Context: an optimization exercise on an open-source flow, tuned for small area, a short achievable clock period and few clock cycles. The choices shown serve that exercise and are no tape-out recipe. In this exercise RTL edits were held to simulation tests only and were not proved equivalent to the original. No activity file was given, so power comes from the tool's default toggle rates.

Setup of old:
==> module vs_topk_insert, before the edit <==
module vs_topk_insert (
    input  logic               clk,
    input  logic               clr,
    input  logic               ins_valid,
    input  logic signed [26:0] ins_score,
    input  logic [9:0]         ins_id,
    output logic [2:0]         count,
    output logic [127:0]       score_flat,
    output logic [39:0]        id_flat
);
    logic signed [26:0] score_q [4];
    logic [9:0]         id_q    [4];
    logic [2:0]         count_q;
    logic [3:0]         take;
    wire signed [26:0] in_score = clr ? 27'sd0 : ins_score;
    wire [9:0]         in_id    = clr ? 10'd0  : ins_id;
    always_comb
        for (int i = 0; i < 4; i++)
            take[i] = (count_q <= 3'(i)) || (ins_score > score_q[i]);
    always_ff @(posedge clk) begin
        for (int i = 0; i < 4; i++) begin
            if (clr || (ins_valid && take[i])) begin
                if (i > 0 && !clr && take[(i > 0) ? i - 1 : 0]) begin
                    score_q[i] <= score_q[(i > 0) ? i - 1 : 0];
                    id_q[i]    <= id_q[(i > 0) ? i - 1 : 0];
                end else begin
                    score_q[i] <= in_score;
                    id_q[i]    <= in_id;
                end
            end
        end
        if (clr)
            count_q <= 3'd0;
        else if (ins_valid && count_q != 3'd4)
            count_q <= count_q + 3'd1;
    end
    always_comb
        for (int i = 0; i < 4; i++) begin
            score_flat[32*i +: 32] = {{5{score_q[i][26]}}, score_q[i]};
            id_flat[10*i +: 10]    = id_q[i];
        end
    assign count = count_q;
endmodule
==> flow/config.mk <==
export PLATFORM = sky130hd
export DESIGN_NAME = vs_topk_core
export DESIGN_NICKNAME = vs_topk_core
export VERILOG_FILES = /design/flow/design.v
export SDC_FILE = /design/flow/constraint.sdc
export NUM_CORES = 4
export LEC_CHECK = 0
export CAP_MARGIN = 20
export CORE_MARGIN = 2
export CORE_UTILIZATION = 60
export CTS_BUF_LIST = sky130_fd_sc_hd__clkbuf_8
export CTS_CLUSTER_DIAMETER = 100
export CTS_CLUSTER_SIZE = 12
export SLEW_MARGIN = 20
==> flow/constraint.sdc <==
create_clock -name core_clock -period 15.0 [get_ports {clk}]
set_input_delay 3.0000 -clock core_clock [delete_from_list [all_inputs] [get_ports {clk}]]
set_output_delay 3.0000 -clock core_clock [all_outputs]
set_load 0.01 [all_outputs]
standard.sh (not shown) runs the stock make flow with config.mk's settings and CLKGATE_MAP_FILE= SYNTH_SCRIPT=/design/flow/synth_recipe.tcl, a recipe that flattens the netlist after the stock synthesis.
==> flow/flow/run.sh <==
#!/bin/bash
# Layout: the standard ORFS flow with three changes:
#  1. after the standard synthesis, flow/polarity.py removes inverters by
#     choosing the polarity of signals around full adders (self-dual), gates
#     with a complementary twin (and2/nand2, ...) and xor2/xnor2;
#     registers are untouched;
#  2. the port buffers inserted during placement are sky130_fd_sc_hd__buf_1
#     (buffer_ports' own choice is the slower, larger clkdlybuf4s50_1);
#  3. repair_timing is asked for 10.7 ns of setup slack at the 15 ns clock.
set -euo pipefail
WH=$(grep -o 'WORK_HOME=[^ ]*' standard.sh | head -1 | cut -d= -f2)
RES="$WH/results/sky130hd/vs_topk_core/base"
bash standard.sh synth > make_synth.log 2>&1
cp "$RES/1_2_yosys.v" yosys_standard.v
python3 flow/polarity.py yosys_standard.v "$RES/1_2_yosys.v" > polarity.log 2>&1
bash standard.sh do-1_synth > make_synth_odb.log 2>&1
bash standard.sh finish "BUFFER_PORTS_ARGS=-buffer_cell sky130_fd_sc_hd__buf_1" SETUP_SLACK_MARGIN=10.7 > make_finish.log 2>&1
Other scripts of this flow, unchanged in this note and not shown: flow/flow/polarity.py
Testbench counts of old, summed over its fixed seeds: cycles 128,284.
> inputs changed (old -> new)
--- a/flow/design.v
+++ b/flow/design.v
@@ -35,19 +35,27 @@
     wire [9:0]         in_id    = clr ? 10'd0  : ins_id;
     always_comb
         for (int i = 0; i < 4; i++)
             take[i] = (count_q <= 3'(i)) || (ins_score > score_q[i]);
-    always_ff @(posedge clk) begin
+    logic [3:0] sel_h, sel_s, sel_n;
+    always_comb
         for (int i = 0; i < 4; i++) begin
-            if (clr || (ins_valid && take[i])) begin
-                if (i > 0 && !clr && take[(i > 0) ? i - 1 : 0]) begin
-                    score_q[i] <= score_q[(i > 0) ? i - 1 : 0];
-                    id_q[i]    <= id_q[(i > 0) ? i - 1 : 0];
-                end else begin
-                    score_q[i] <= in_score;
-                    id_q[i]    <= in_id;
-                end
-            end
+            sel_s[i] = (i > 0) && !clr && ins_valid && take[(i > 0) ? i - 1 : 0];
+            sel_n[i] = (clr || (ins_valid && take[i])) && !sel_s[i];
+            sel_h[i] = !(clr || (ins_valid && take[i]));
+        end
+    always_ff @(posedge clk) begin
+        if (!sel_h[0]) begin
+            score_q[0] <= in_score;
+            id_q[0]    <= in_id;
+        end
+        for (int i = 1; i < 4; i++) begin
+            score_q[i] <= ({27{sel_h[i]}} & score_q[i])
+                        | ({27{sel_s[i]}} & score_q[i - 1])
+                        | ({27{sel_n[i]}} & in_score);
+            id_q[i]    <= ({10{sel_h[i]}} & id_q[i])
+                        | ({10{sel_s[i]}} & id_q[i - 1])
+                        | ({10{sel_n[i]}} & in_id);
         end
         if (clr)
             count_q <= 3'd0;
         else if (ins_valid && count_q != 3'd4)
Compared with old, new shows a higher worst hold slack.
Well-tap cell count, new vs old: down slightly
Delta (new minus old): part of the power in registers moved up, share of power burned in the clock network moved up.
Cell area | new vs old | new smaller
Looking at global-route track usage on met1, new sits 2.6 points below old.
Die area | new < old
Number of buffers created by CTS (higher): old
Testbench counts of new, summed over its fixed seeds: cycles 128,284.

==> what the ideal ports hide <==
The results above use ideal ports. As a check the final layouts listed here were re-extracted and re-timed, cells and wires unchanged.
Step 1 (the two cells are an assumption about what drives the block):
set clk [get_ports {clk}]
set_driving_cell -lib_cell sky130_fd_sc_hd__clkbuf_16 $clk
set_driving_cell -lib_cell sky130_fd_sc_hd__buf_2 [delete_from_list [all_inputs] $clk]
Step 2 also shifts input and output timing later by t, the mid clock arrival at the registers, as if the neighbouring blocks saw the same clock.
Three values: no drivers, after step 1, after step 2; two values: the first two.
| run | t, ns | setup slack, ns | hold slack, ns | latest minus earliest clock arrival (ns) | worst slew at a driven data input, ns |
|---|---|---|---|---|---|
| old | 0.671 | 10.672 / 10.614 / 10.129 | 0.330 / 0.330 / 0.330 | 0.033 / 0.033 | 0.09 |
| new | 0.668 | 10.744 / 10.688 / 10.118 | 0.333 / 0.333 / 0.333 | 0.024 / 0.024 | 0.06 |
After both steps every run listed still meets setup and hold. For new, which loses most, drivers alone change the setup slack by -0.056 ns; drivers and shift together by -0.626 ns.
